Background: an optimization exercise with open tools, aiming at small area and a short achievable clock period. Do not read the settings as production practice. The RTL was checked by simulation tests, not by an equivalence proof against the original design. Power figures rest on the tool's default switching activity, not on a simulated workload.

build 21:
Design hard_drive_controller, start of the top module:
module hard_drive_controller (
  input  logic        clock,
  input  logic        reset_n,
  input  logic        request,
  input  logic        write_enable,
  input  logic [6:0]  track,
  input  logic [13:0] sector,
  input  logic [31:0] data_write,
  output logic        ready,
  output logic        done,
  output logic        error,
  output logic [31:0] data_read,
  output logic [6:0]  head_track
);
  logic        busy_q, ready_q, seek_q, acc1_q, acc2_q, done_q, err_q;
  logic [2:0]  seek_cnt;
  logic [2:0]  head_q;
  logic        lat_we;
  logic [2:0]  lat_track;
  logic [31:0] lat_data;
  logic        accept, out_of_range;
  logic [2:0]  seek_dist;
  assign ready_q      = ~(seek_q | acc1_q | acc2_q | done_q);
  assign accept       = ready_q & request;
  assign out_of_range = (|track[6:3]) | (|sector[13:4]);
  assign seek_dist         = (track[2:0] >= head_q) ? (track[2:0] - head_q) : (head_q - track[2:0]);
  assign ready      = ~busy_q;
  assign done       = done_q;
  assign error      = err_q;
  assign head_track = {4'b0000, head_q};
  always_ff @(posedge clock or negedge reset_n) begin
    if (!reset_n) begin
      busy_q   <= 1'b0;
      seek_q   <= 1'b0;
      acc1_q   <= 1'b0;
      acc2_q   <= 1'b0;
      done_q   <= 1'b0;
      err_q    <= 1'b0;
      seek_cnt <= '0;
      head_q   <= '0;
    end else begin
      acc2_q <= acc1_q;
      done_q <= acc2_q | (accept & out_of_range);
      if (accept) begin
        busy_q   <= 1'b1;
        err_q    <= out_of_range;
        seek_q   <= ~out_of_range & (seek_dist != 3'd0);
        acc1_q   <= ~out_of_range & (seek_dist == 3'd0);
        seek_cnt <= seek_dist;
      end else begin
  ...
Settings: LEC_CHECK=0, CAP_MARGIN=10, CORE_MARGIN=2, CORE_UTILIZATION=55, CTS_CLUSTER_DIAMETER=80, CTS_CLUSTER_SIZE=30, SETUP_SLACK_MARGIN=2.85, SLEW_MARGIN=20; clock period 5.5 ns.
standard.sh (not shown) runs the stock make flow with config.mk's settings and CLKGATE_MAP_FILE= SYNTH_SCRIPT=/design/flow/synth_recipe.tcl, a recipe that flattens the netlist after the stock synthesis.
==> flow/flow/run.sh <==
#!/bin/bash
# The standard layout (standard.sh), with one change: ABC maps the logic with
# flow/abc_speed.script, which skips the SOP rebalancing passes of ORFS's speed script and
# maps once with area recovery. Every other ORFS script is used as it is.
set -euo pipefail
here=$(pwd)
mkdir -p scripts
for f in "$FLOW_HOME"/scripts/*; do
  ln -s "$f" scripts/
done
rm scripts/abc_speed.script
cp flow/abc_speed.script scripts/abc_speed.script
bash standard.sh SCRIPTS_DIR="$here/scripts" finish > standard.log 2>&1
==> flow/flow/abc_speed.script <==
&get -n
&st
&dch
&nf -R 1000 -p
&put
buffer -c
topo
stime -c
upsize -c
dnsize -c
For build 23, these inputs were changed with respect to build 21:
Settings: swapping 2.85 for 2.75 in SETUP_SLACK_MARGIN.
==> flow/run.sh (new file) <==
#!/bin/bash
# synth_recipe.tcl (not shown) runs the flow's synth.tcl, then flattens the netlist and writes it again
# the make line also repeats each setting of config.mk as NAME=value (left out here)
make -C /OpenROAD-flow-scripts/flow DESIGN_CONFIG=/design/flow/config.mk WORK_HOME=/design/flow/orfs CLKGATE_MAP_FILE= SYNTH_SCRIPT=/design/flow/synth_recipe.tcl finish
removed: flow/flow/run.sh
removed: flow/flow/abc_speed.script
removed: flow/standard.sh
==> run summary <==
Build 23 ran in full, but the layout does not pass; the checks complain about antenna rules.
In build 23 relative to build 21, total area of multi-input combinational cells had gone up slightly.
Any difference in xor and xnor fraction of the mapped netlist area between build 23 and build 21 is small enough to ignore.
In build 23 the area added between synthesis and finish turned out 2.0 points lower than in build 21.
Reported leakage power | build 23 above build 21
On total core area, the higher figure sits with build 23, not build 21.
Cell area in build 23 is 1300 sq um lower than in build 21
The placed cell count on build 21 is in line with that on build 23.
Setup changes, build 23 to build 12
Settings: SETUP_SLACK_MARGIN changed from 2.75 to 2.85; CORE_UTILIZATION changed from 55 to 53.
Notes after the runs:
- Build 12 went all the way through the flow, and no timing, DRC or antenna check failed.
- Build 12 ends up with a final worst slack that is 0.038 ns lower than in build 23.
- Re non-clock buffer count in the final layout: build 23 was lower than build 12.
- Source-to-sink clock delay at the later pin of the worst-skew pair was lower in build 23 than in build 12.
- Re total global routing track utilization: build 23 was higher than build 12.
- Diff build 23 -> build 12 | cell area | increase of 1800 sq um
- Between build 23 and build 12, the clock power figures differ only marginally.
- Compared with build 23, in build 12 leakage dissipation has increased, count of nets left with antenna violations after detail routing has decreased.

---

## the baseline
Another version of the RTL of hard_drive_controller (not shown whole).
For scale: roughly 4400 flip-flops.
Settings: LEC_CHECK=0, CAP_MARGIN=10, CORE_MARGIN=2, CORE_UTILIZATION=55, CTS_CLUSTER_DIAMETER=80, CTS_CLUSTER_SIZE=30, SETUP_SLACK_MARGIN=2.6, SLEW_MARGIN=20; clock period 5.5 ns.
run.sh (not shown) runs the stock make flow with config.mk's settings and CLKGATE_MAP_FILE= SYNTH_SCRIPT=/design/flow/synth_recipe.tcl, a recipe that flattens the netlist after the stock synthesis.
Stock flow here: none of the scripts above is used.
The baseline reached the end of the flow, and the finished layout is clean on the timing, DRC and antenna checks.
Edits applied to the flow inputs when going from the baseline to the candidate:
# the baseline
export LEC_CHECK = 0
export CAP_MARGIN = 10
export CORE_MARGIN = 2
export CORE_UTILIZATION = 55
export CTS_CLUSTER_DIAMETER = 80
export CTS_CLUSTER_SIZE = 30
export SETUP_SLACK_MARGIN = 2.6
export SLEW_MARGIN = 20
create_clock -name core_clock -period 5.5 [get_ports {clock}]
# the candidate
export LEC_CHECK = 0
export CAP_MARGIN = 20
export CORE_MARGIN = 2
export CORE_UTILIZATION = 60
export CTS_CLUSTER_DIAMETER = 80
export CTS_CLUSTER_SIZE = 30
export SETUP_SLACK_MARGIN = 2.85
export SLEW_MARGIN = 20
create_clock -name core_clock -period 5.5 [get_ports {clock}]
==> comparison <==
Any difference in overall power consumption between the baseline and the candidate is small enough to ignore.
err_q as the beginning of the critical path was reported by the baseline, and we_pend by the candidate.
As of the candidate, met2 wire length had fallen by a few percent compared to the baseline.
Comparing the baseline and the candidate, the higher required time of the worst setup path was measured on the candidate.
In the flow results for the baseline and the candidate, the non-clock buffer total of the final layout is larger on the candidate.
| net total in the final layout | the candidate vs the baseline | about 0.33% higher |

---

run 1:
hard_drive_controller with an RTL version that a note above also has.
For scale: ~99 I/O pins, ~120,000 sq um of cells after synthesis.
make LEC_CHECK=0 CAP_MARGIN=10 CORE_MARGIN=2 CORE_UTILIZATION=56 CTS_CLUSTER_DIAMETER=80 CTS_CLUSTER_SIZE=30 SETUP_SLACK_MARGIN=2.85 SLEW_MARGIN=20 finish   # period 5.5 ns
The following lists how run 2 was set up differently from run 1:
Settings: CORE_UTILIZATION changed from 56 to 55.
Notes after the runs:
Comparing run 1 against run 2, there is no change at all in share of synthesized flip-flops with an asynchronous set or reset. When run 2 is set beside run 1, its highest net fanout along the worst path turns out to be about 33% smaller. Run 2 — die height 4.2 um higher, run 1 as reference. In the tables for run 1 and run 2, wire length of the first global-routing pass reads higher with run 2. Looking at routed length on met3, run 2 sits below run 1. Between run 1 and run 2, total power is lower for run 1, run 2 comes in above that. Run 2 against run 1: final cell count now sits at about the same level, non-clock buffer share of cell area decreased by 0.51 points relative to the old numbers, sequential share of layout area increased 0.34 points. Looking at placer's final routability congestion estimate, run 2 sits 0.017 below run 1. Between run 1 and run 2, the post-detailed-routing wire length is lower for run 1.
Setup changes, run 2 to run 3
Settings: setting TNS_END_PERCENT to 30 for the first time.
==> run summary <==
Run 3 — clock network fraction of total power 0.7 points lower, run 2 as reference. Run 2 → run 3: fmax fell by 0.0064 GHz, number of cells in the finished layout apart from fillers essentially unchanged, initial antenna violation count shows an increase of about 5%, fraction of standard cell area that is sequential shrank by 0.32 points. Compared with run 2, cell area in run 3 increased slightly.
Modified inputs, run 4 compared to run 3
Settings: TNS_END_PERCENT removed (was 30); CTS_CLUSTER_SIZE changed from 30 to 28; CTS_CLUSTER_DIAMETER changed from 80 to 75; PLACE_DENSITY newly set to 0.72.
## What came out
- Against run 3, run 4 reports a combinational power share that is lower.
- Of run 4 and run 3, the run reporting the higher internal power consumption was run 4.
- Against run 3 as the reference, run 4 delivers a lower wire length.
- Run 4 — non-clock buffer count about 12% lower, run 3 as reference
- The launching element of the worst setup path comes out rd_ring[0] in one run and rd_ring[10] in the other, namely in run 4 and run 3 respectively.
- As far as number of cells on the critical path goes, run 3 and run 4 are indistinguishable; the numbers are identical.
- Run 4 -> run 3: sequential cell count delta 0, exact match
- Run 3 has a higher routing usage on met2 than run 4.
- Between run 3 and run 4, the post-route core utilization does not differ in any meaningful way.
The inputs of run 5 differ from those of run 4 as listed below.
Settings: SETUP_SLACK_MARGIN now 2.95, was 2.85; CTS_CLUSTER_DIAMETER now 80, was 75; CTS_CLUSTER_SIZE now 30, was 28; PLACE_DENSITY no longer set, was 0.72.
Results
Combinational power went up by more than 10% going from run 4 to run 5.
Summary of run 5 over run 4: non-clock buffer count increased about 20%; first-iteration DRC count moved up; footprint of the multi-input gates higher.
Run 5 ended up with data_read[23] as its beginning of the critical path; run 4 ended up with rd_ring[0].
Run 5 ended up with a lower minimum clock period than run 4 did.
Run 5 and run 4 ended up with nearly the same total power.
| area of all placed cells without fillers | lower: run 4 |
Changes in run 6 relative to run 5:
Settings: CAP_MARGIN: 10 -> 15; SETUP_SLACK_MARGIN: 2.95 -> 2.85.
## What came out
The cell internal power dissipation was comparable across run 6 and run 5. Critical path depth was lower in the run labelled run 5. Average wire per cell in the routed design of run 6 falls short of that of run 5 by a few percent.

---

Setup of build 43:
The RTL this note starts from:
==> flow/design.v <==
module hard_drive_controller (
  input  logic        clock,
  input  logic        reset_n,
  input  logic        request,
  input  logic        write_enable,
  input  logic [6:0]  track,
  input  logic [13:0] sector,
  input  logic [31:0] data_write,
  output logic        ready,
  output logic        done,
  output logic        error,
  output logic [31:0] data_read,
  output logic [6:0]  head_track
);
  logic        busy_q, ready_q, seek_q, acc1_q, acc2_q, done_q, err_q;
  logic [2:0]  seek_cnt;
  logic [2:0]  head_q;
  logic        lat_we;
  logic [2:0]  lat_track;
  logic [31:0] lat_data;
  logic        accept, out_of_range;
  logic [2:0]  seek_dist;
  assign ready_q      = ~(seek_q | acc1_q | acc2_q | done_q);
  assign accept       = ready_q & request;
  assign out_of_range = (|track[6:3]) | (|sector[13:4]);
  assign seek_dist         = (track[2:0] >= head_q) ? (track[2:0] - head_q) : (head_q - track[2:0]);
  assign ready      = ~busy_q;
  assign done       = done_q;
  assign error      = err_q;
  assign head_track = {4'b0000, head_q};
  always_ff @(posedge clock or negedge reset_n) begin
    if (!reset_n) begin
      busy_q   <= 1'b0;
      seek_q   <= 1'b0;
      acc1_q   <= 1'b0;
      acc2_q   <= 1'b0;
      done_q   <= 1'b0;
      err_q    <= 1'b0;
      seek_cnt <= '0;
      head_q   <= '0;
    end else begin
      acc2_q <= acc1_q;
      done_q <= acc2_q | (accept & out_of_range);
      if (accept) begin
        busy_q   <= 1'b1;
        err_q    <= out_of_range;
        seek_q   <= ~out_of_range & (seek_dist != 3'd0);
        acc1_q   <= ~out_of_range & (seek_dist == 3'd0);
        seek_cnt <= seek_dist;
      end else begin
        if (done_q) busy_q <= 1'b0;
        if (seek_q) begin
          seek_cnt <= seek_cnt - 3'd1;
          if (seek_cnt == 3'd1) begin
            seek_q <= 1'b0;
            head_q <= lat_track;
          end
        end
        acc1_q <= seek_q & (seek_cnt == 3'd1);
      end
    end
  end
  always_ff @(posedge clock) begin
    if (ready_q) begin
      lat_we   <= write_enable;
      lat_track <= track[2:0];
      lat_data <= data_write;
    end
  end
  localparam int NR = 43;
  logic [1:0]  ph3;          
  logic        ph2;          
  logic [31:0] rp0 [NR];
  logic [31:0] rp1 [NR];
  logic [31:0] rp2 [NR-1];
  always_ff @(posedge clock) begin
    ph3 <= (ph3 == 2'd2 || ph3 == 2'd3) ? 2'd0 : ph3 + 2'd1;
    ph2 <= ~ph2;
  end
  logic [2:0] ph3_oh;
  assign ph3_oh = {ph3 == 2'd2, ph3 == 2'd1, ph3 == 2'd0};
  for (genvar k = 0; k < NR; k++) begin : g_ring
    logic we;
    assign we = we_now[k] | (we_pend & pend_ring[k]);
    if (k < NR - 1) begin : g3
      always_ff @(posedge clock) begin
        rp1[k] <= rp0[k];
        rp2[k] <= rp1[k];
        rp0[k] <= we ? ~pend_data_n : rp2[k];
      end
    end else begin : g2
      always_ff @(posedge clock) begin
        rp1[k] <= rp0[k];
        rp0[k] <= we ? ~pend_data_n : rp1[k];
      end
    end
  end
  logic [NR-1:0] rd_ring;
  logic [2:0]    rd_pos3;
  logic [1:0]    rd_pos2;
  logic [6:0]    in_idx;
  logic [NR-1:0] in_ring;
  logic [2:0]    in_slot3;
  assign in_idx = {track[2:0], sector[3:0]};
  always_comb begin
    in_ring  = '0;
    in_slot3 = '0;
    for (int a = 0; a < 126; a++)
      if (in_idx == 7'(a)) begin
        in_ring[a / 3]   = 1'b1;
        in_slot3[a % 3]  = 1'b1;
      end
    if (in_idx[6:1] == 6'd63) in_ring[NR-1] = 1'b1;
  end
  logic [2:0] nx_pos3;
  always_comb
    for (int p = 0; p < 3; p++)
      nx_pos3[p] = (ph3_oh[0] & in_slot3[(p + 2) % 3]) |
                   (ph3_oh[1] & in_slot3[(p + 1) % 3]) |
                   (ph3_oh[2] & in_slot3[p]);
  always_ff @(posedge clock) begin
    if (ready_q) begin
      rd_ring <= in_ring;
      rd_pos3 <= nx_pos3;
      rd_pos2 <= (in_idx[0] ^ ~ph2) ? 2'b10 : 2'b01;
    end else begin
      rd_pos3 <= {rd_pos3[1:0], rd_pos3[2]};
      rd_pos2 <= {rd_pos2[0], rd_pos2[1]};
    end
  end
  logic          pend_v;       
  logic [1:0]    pend_t;       
  logic [NR-1:0] pend_ring;
  logic [31:0]   pend_data_n;  
  logic          wr_now, last_now;
  assign wr_now   = acc2_q & lat_we;
  assign last_now = rd_ring[NR-1] ? rd_pos2[1] : rd_pos3[2];
  logic          pend_v_nx;
  logic [1:0]    pend_t_nx;
  assign pend_v_nx = (wr_now & ~last_now) | (pend_v & pend_t[1]);
  assign pend_t_nx = (wr_now & ~last_now) ? ((rd_ring[NR-1] | rd_pos3[1]) ? 2'b01 : 2'b10)
                                          : {1'b0, pend_t[1]};
  always_ff @(posedge clock) begin
    pend_v      <= pend_v_nx;
    pend_t      <= pend_t_nx;
    pend_ring   <= rd_ring;
    pend_data_n <= ~lat_data;
  end
  logic [NR-1:0] we_now;
  logic          we_pend;
  always_ff @(posedge clock or negedge reset_n) begin
    if (!reset_n) we_now <= '0;
    else          we_now <= {NR{acc1_q & lat_we & (rd_ring[NR-1] ? rd_pos2[0] : rd_pos3[1])}} & rd_ring;
  end
  always_ff @(posedge clock) we_pend <= pend_v_nx & pend_t_nx[0];
  logic        p0, p2;
  logic [31:0] rd_a, rd_b, rd01, rd_stage;
  assign p0 = rd_ring[NR-1] ? rd_pos2[0] : rd_pos3[0];
  assign p2 = ~rd_ring[NR-1] & rd_pos3[2];
  always_comb begin
    rd_a = '0;
    rd_b = '0;
    for (int k = 0; k < NR; k++) begin
      rd_a = rd_a | ({32{rd_ring[k]}} & rp0[k]);
      rd_b = rd_b | ({32{rd_ring[k]}} & rp1[k]);
    end
    rd01 = p0 ? rd_a : rd_b;
  end
  always_ff @(posedge clock) rd_stage <= rd01;
  always_ff @(posedge clock or negedge reset_n) begin
    if (!reset_n)                data_read <= '0;
    else if (acc2_q && !lat_we)  data_read <= p2 ? rd_stage : rd01;
  end
endmodule
export LEC_CHECK = 0
export CAP_MARGIN = 10
export CORE_MARGIN = 2
export CORE_UTILIZATION = 55
export CTS_CLUSTER_DIAMETER = 80
export CTS_CLUSTER_SIZE = 30
export SETUP_SLACK_MARGIN = 2.4
export SLEW_MARGIN = 20
create_clock -name core_clock -period 5.5 [get_ports {clock}]
Modified inputs, build 36 compared to build 43
Settings: a change of SETUP_SLACK_MARGIN from 2.4 to 3.3.
### Flow results
- Build 36: all stages complete, timing, DRC and antenna checks passed
- Compared with build 43, build 36 shows a higher post-layout instance count excluding filler cells.
- Relative to build 43, area of the multi-input gates has gone up in build 36.
- Taking build 43 as 1.0, build 36 lands at 1.15 on highest achievable clock rate.
- Wire length of the first global-routing pass of build 36 exceeds that of build 43 by more than 10%.
- Build 36 ended with more multi-input gate share of total cell area than build 43.
- Taking build 43 as the reference point, the length in cells of the worst reg-to-reg path of build 36 rises by 6.
- Clock-buffer cell count in build 36 vs build 43: up 1.8%
- Taking build 43 over build 36, the first-iteration DRC count ratio works out to 0.79.
- Area: build 36 vs build 43 -> build 36 larger
- Compared with build 43, build 36 shows fraction of area in registers lower by 3.0 points.
- When build 36 is measured against build 43, its wire length reported by the detailed router turns out about 15% higher.
[inputs] build 75 vs build 36
Settings: a change of SETUP_SLACK_MARGIN from 3.3 to 3.0.
==> comparison <==
No run among build 36 and build 75 stopped early or left any final violation; all are clean. Re maximum frequency: build 36 was lower than build 75. Build 75 -> build 36: mux share of post-synthesis cell area delta 0, exact match. On total power divided by cell area, build 36 and build 75 are basically level. Taking build 36 as the reference point, the fraction of area in registers of build 75 rises by 1.1 points.
### build 75 -> build 24
Settings: SETUP_SLACK_MARGIN: 3.0 -> 2.85.
Findings:
Build 24 | status: complete | timing, DRC, antenna: pass
Between build 75 and build 24, the pre-CTS worst setup slack is higher for build 75.
Taking build 75 as the reference point, the highest clock frequency the design can meet of build 24 falls by 0.92%.
Worst setup path endpoint: data_read[20]$_DFFE_PN0P_ -> build 75, data_read[9] -> build 24
Looking at share of power burned in combinational logic, build 24 sits 0.9 points below build 75.
Taking build 75 as the reference, in build 24 switching component of the power saw a decrease; final-layout non-clock buffer area share saw a decrease; net count of the finished layout saw a decrease; total of clock buffers placed in the layout saw an increase; final area saw a decrease.
Number of fill cells for build 24 is higher than for build 75.
The setup slack of build 24 is smaller than that of build 75.

static timing again, ports no longer ideal:
How much do the figures lean on ideal ports? The routed layouts below were timed once more, with nothing changed but the port constraints. Step 1 assumes that a clkbuf_16 drives the clock port and a buf_2 every other input. Step 2 moves the port delays by t, midway between the first and last clock arrival at a register: inputs arrive t later, outputs are due t later. That takes back most of the time a late clock gives input paths. Three values: ideal, step 1, step 2; two values: the first two.
| run | t, ns | setup WS [ns] | hold slack, ns | worst register clock-pin slew, ns |
|---|---|---|---|---|
| build 21 | 0.933 | 0.828 / 0.891 / -0.043 | 0.275 / 0.199 / 0.338 | 0.12 / 0.12 |
| build 23 | 0.941 | 2.761 / 2.695 / 1.940 | 0.149 / 0.100 / 0.322 | 0.12 / 0.12 |
| build 12 | 0.992 | 2.723 / 2.708 / 2.030 | 0.224 / 0.154 / 0.335 | 0.12 / 0.12 |
| the baseline | 0.950 | 2.668 / 2.573 / 1.797 | 0.269 / 0.215 / 0.331 | 0.12 / 0.12 |
| the candidate | 0.958 | 2.780 / 2.746 / 2.034 | 0.272 / 0.208 / 0.329 | 0.12 / 0.12 |
| run 1 | 0.964 | 2.675 / 2.675 / 2.058 | 0.097 / 0.038 / 0.334 | 0.12 / 0.12 |
| run 2 | 0.952 | 2.796 / 2.774 / 2.075 | 0.274 / 0.219 / 0.317 | 0.12 / 0.12 |
| run 3 | 0.990 | 2.748 / 2.724 / 1.910 | 0.289 / 0.229 / 0.334 | 0.12 / 0.12 |
| run 4 | 0.976 | 2.709 / 2.690 / 1.896 | 0.094 / 0.040 / 0.336 | 0.11 / 0.11 |
| run 5 | 0.979 | 2.816 / 2.723 / 2.019 | 0.211 / 0.154 / 0.335 | 0.12 / 0.12 |
| run 6 | 0.952 | 2.796 / 2.774 / 2.075 | 0.274 / 0.219 / 0.317 | 0.12 / 0.12 |
| build 43 | 0.945 | 2.424 / 2.328 / 1.628 | 0.126 / 0.074 / 0.346 | 0.12 / 0.12 |
| build 36 | 0.976 | 2.824 / 2.729 / 2.251 | 0.038 / -0.012 / 0.337 | 0.12 / 0.12 |
| build 75 | 0.955 | 2.837 / 2.747 / 2.233 | 0.164 / 0.118 / 0.339 | 0.12 / 0.12 |
| build 24 | 0.955 | 2.812 / 2.720 / 2.080 | 0.165 / 0.115 / 0.333 | 0.12 / 0.12 |
Met with ideal ports but missed after step 2: setup timing in build 21.
